What follows belongs to an exercise in optimizing a design on an open flow for a short achievable clock period and few clock cycles; a production flow would make more cautious choices.
In this exercise RTL edits were held to simulation tests only and were not proved equivalent to the original.
Power figures rest on the tool's default switching activity, not on a simulated workload.

// mipsCore
module mipsCore (
    input  logic               CLK,
    input  logic               rst_n,
    output logic [32-1:0] o_pc,
    input  logic [32-1:0] i_instr,
    output logic [32-1:0] o_memAddr,
    output logic [32-1:0] o_memWrData,
    output logic               o_memWrite,
    output logic               o_memRead,
    input  logic [32-1:0] i_memRdData,
    input  logic               i_memReady
);
For scale: ~170 I/O pins, about 82000 µm² of cells after synthesis.
clock: 8.0 ns
lec_check: 0
cap_margin: 20
core_margin: 2
core_utilization: 45
place_density: 0.64
setup_slack_margin: 5
slew_margin: 20
standard.sh (not shown) runs the stock make flow with config.mk's settings and CLKGATE_MAP_FILE= SYNTH_SCRIPT=/design/flow/synth_recipe.tcl, a recipe that flattens the netlist after the stock synthesis.
==> flow/flow/run.sh <==
#!/bin/bash
# The standard layout (the standard.sh, unchanged settings and steps),
# except that synthesis leaves full and half adders to abc as plain gates
# instead of mapping them to the platform's adder cells: an empty
# ADDER_MAP_FILE skips ORFS's extract_fa/techmap adder step. Registers,
# their names and cell types are the same as in the standard synthesis.
set -euo pipefail
export ADDER_MAP_FILE=
bash standard.sh > flow_make.log 2>&1
Testbench counts at the start, summed over its fixed seeds: cycles 28,300.
Next try:
--- a/flow/design.v
+++ b/flow/design.v
@@ -15,18 +15,21 @@
     logic        busFree;     
     logic        ldDone;      
     logic        stallF;      
     logic        mispE;       
     logic [31:0] pcF;
     logic [31:0] pc4F;
     logic [31:0] nextF;
     logic        isJF;
     logic        predF;
+    logic        statPredF;   
+    logic        zeroE;       
+    logic        resolvedF;   
     logic [5:0]  opF;
     logic [5:0]  fnF;
     logic [4:0]  rsF, rtF, rdF;
     logic [31:0] immF;
     logic        regWriteF, isLoadF, isStoreF, isBrF, aluSrcF;
     logic        useRsF, useRtF, wrF;
     logic [4:0]  destF;
     logic [4:0]  aluSelF;     
     logic [31:0] rsRegF, rtRegF;
@@ -61,20 +64,24 @@
     assign pc4F = pcF + 32'd4;
     assign opF = i_instr[31:26];
     assign rsF = i_instr[25:21];
     assign rtF = i_instr[20:16];
     assign rdF = i_instr[15:11];
     assign fnF = i_instr[5:0];
     assign immF = {{16{i_instr[15]}}, i_instr[15:0]};
     assign isJF = (opF == 6'd2);
     assign shortF = (i_instr[15:6] == {10{i_instr[15]}});
+    assign statPredF = (rsF == rtF) ? !opF[0] : (i_instr[15] || opF[0]);
+    assign resolvedF = (opF[5:1] == 5'b00010) && shortF && (rsF != rtF) &&
+                       (((rtF == 5'd0) && fAE) || ((rsF == 5'd0) && fBE)) &&
+                       (aluSelE[3:0] != 4'd0);
     assign predF = (opF[5:1] == 5'b00010) && shortF &&
-                   ((rsF == rtF) ? !opF[0] : (i_instr[15] || opF[0]));
+                   (resolvedF ? (zeroE ^ opF[0]) : statPredF);
     assign brLoF = {1'b0, pc4F[7:2]} + {1'b0, i_instr[5:0]};
     assign hiIncF = pc4F[31:8] + 24'd1;
     assign hiDecF = pc4F[31:8] - 24'd1;
     assign holdF = stallF || memStall;
     always_comb begin
         if (mispE)
             baseF = altE;
         else if (holdF)
             baseF = pcF;
@@ -186,19 +193,19 @@
             if (mispE || stallF || memStall) begin
                 regWriteE <= 1'b0;
                 isLoadE <= 1'b0;
                 isStoreE <= 1'b0;
                 canMisE <= 1'b0;
             end else begin
                 regWriteE <= regWriteF;
                 isLoadE <= isLoadF;
                 isStoreE <= isStoreF;
-                canMisE <= isBrF && (i_instr[15:0] != 16'd0);
+                canMisE <= isBrF && (i_instr[15:0] != 16'd0) && !resolvedF;
             end
         end
     end
     assign rsNextF = ({32{eA}} & aluE) | ({32{mA}} & aluM) |
                      ({32{lA}} & i_memRdData) | ({32{rA}} & rsRegF);
     assign rtNextF = ({32{eB}} & aluE) | ({32{mB}} & aluM) |
                      ({32{lB}} & i_memRdData) | ({32{rB}} & rtRegF);
     always_ff @(posedge CLK) begin
         begin
@@ -219,18 +226,25 @@
     assign difE = rsValE - opBE;
     assign addrE = rsValE + immE;
     assign sltE = (rsValE[31] != opBE[31]) ? rsValE[31] : difE[31];
     assign aluE = ({32{aluSelE[0]}} & sumE) |
                   ({32{aluSelE[1]}} & difE) |
                   ({32{aluSelE[2]}} & (rsValE & opBE)) |
                   ({32{aluSelE[3]}} & (rsValE | opBE)) |
                   {31'd0, aluSelE[4] & sltE};
     assign eqE = (rsValE == rtValE);
+    logic zSum, zDif, zAnd, zOr;
+    assign zSum = ((rsValE ^ opBE) == {rsValE[30:0] | opBE[30:0], 1'b0});
+    assign zDif = (rsValE == opBE);
+    assign zAnd = ((rsValE & opBE) == 32'd0);
+    assign zOr = ((rsValE | opBE) == 32'd0);
+    assign zeroE = (aluSelE[0] & zSum) | (aluSelE[1] & zDif) |
+                   (aluSelE[2] & zAnd) | (aluSelE[3] & zOr);
     assign altE = predE ? pc4E : (pc4E + {immE[29:0], 2'b00});
     assign mispE = canMisE && ((eqE ^ isBneE) != predE);
     always_ff @(posedge CLK) begin
         if (!rst_n)
             regWriteM <= 1'b0;
         else
             regWriteM <= regWriteE;
     end
     always_ff @(posedge CLK) begin
Outcome: The changed run finished clean; synthesized cell count climbs slightly; hold slack degrades by 0.016 ns; final area came out higher slightly; total power rises slightly; synthesized area goes up slightly; die area rises slightly; wire length rose by a few percent.
Testbench counts after the change, summed over its fixed seeds: cycles 27,765.

==> what the ideal ports hide <==
Ports are ideal in the flow. The routed layouts listed here were re-timed in OpenROAD. Step 1, drivers: a clkbuf_16 drives CLK and a buf_2 each remaining input, both assumed. Step 2 moves the port delays by t, midway between the first and last clock arrival at a register: inputs arrive t later, outputs are due t later. That takes back most of the time a late clock gives input paths. a / b / c = ideal ports / drivers / drivers and shift; a / b = the first two.
| run | shift t [ns] | setup slack, ns | worst setup path after step 2 | clock arrival spread, ns | slew at the worst register clock pin (ns) |
|---|---|---|---|---|---|
| the first run | 0.921 | 4.557 / 4.305 / 3.384 | input to register | 0.045 / 0.045 | 0.07 / 0.07 |
| the second run | 0.910 | 4.490 / 4.126 / 3.216 | input to register | 0.052 / 0.052 | 0.08 / 0.08 |
After both steps every run listed still meets setup and hold. The setup slack of the second run, which loses most, moves by -0.364 ns with the drivers and by -1.274 ns with both steps.
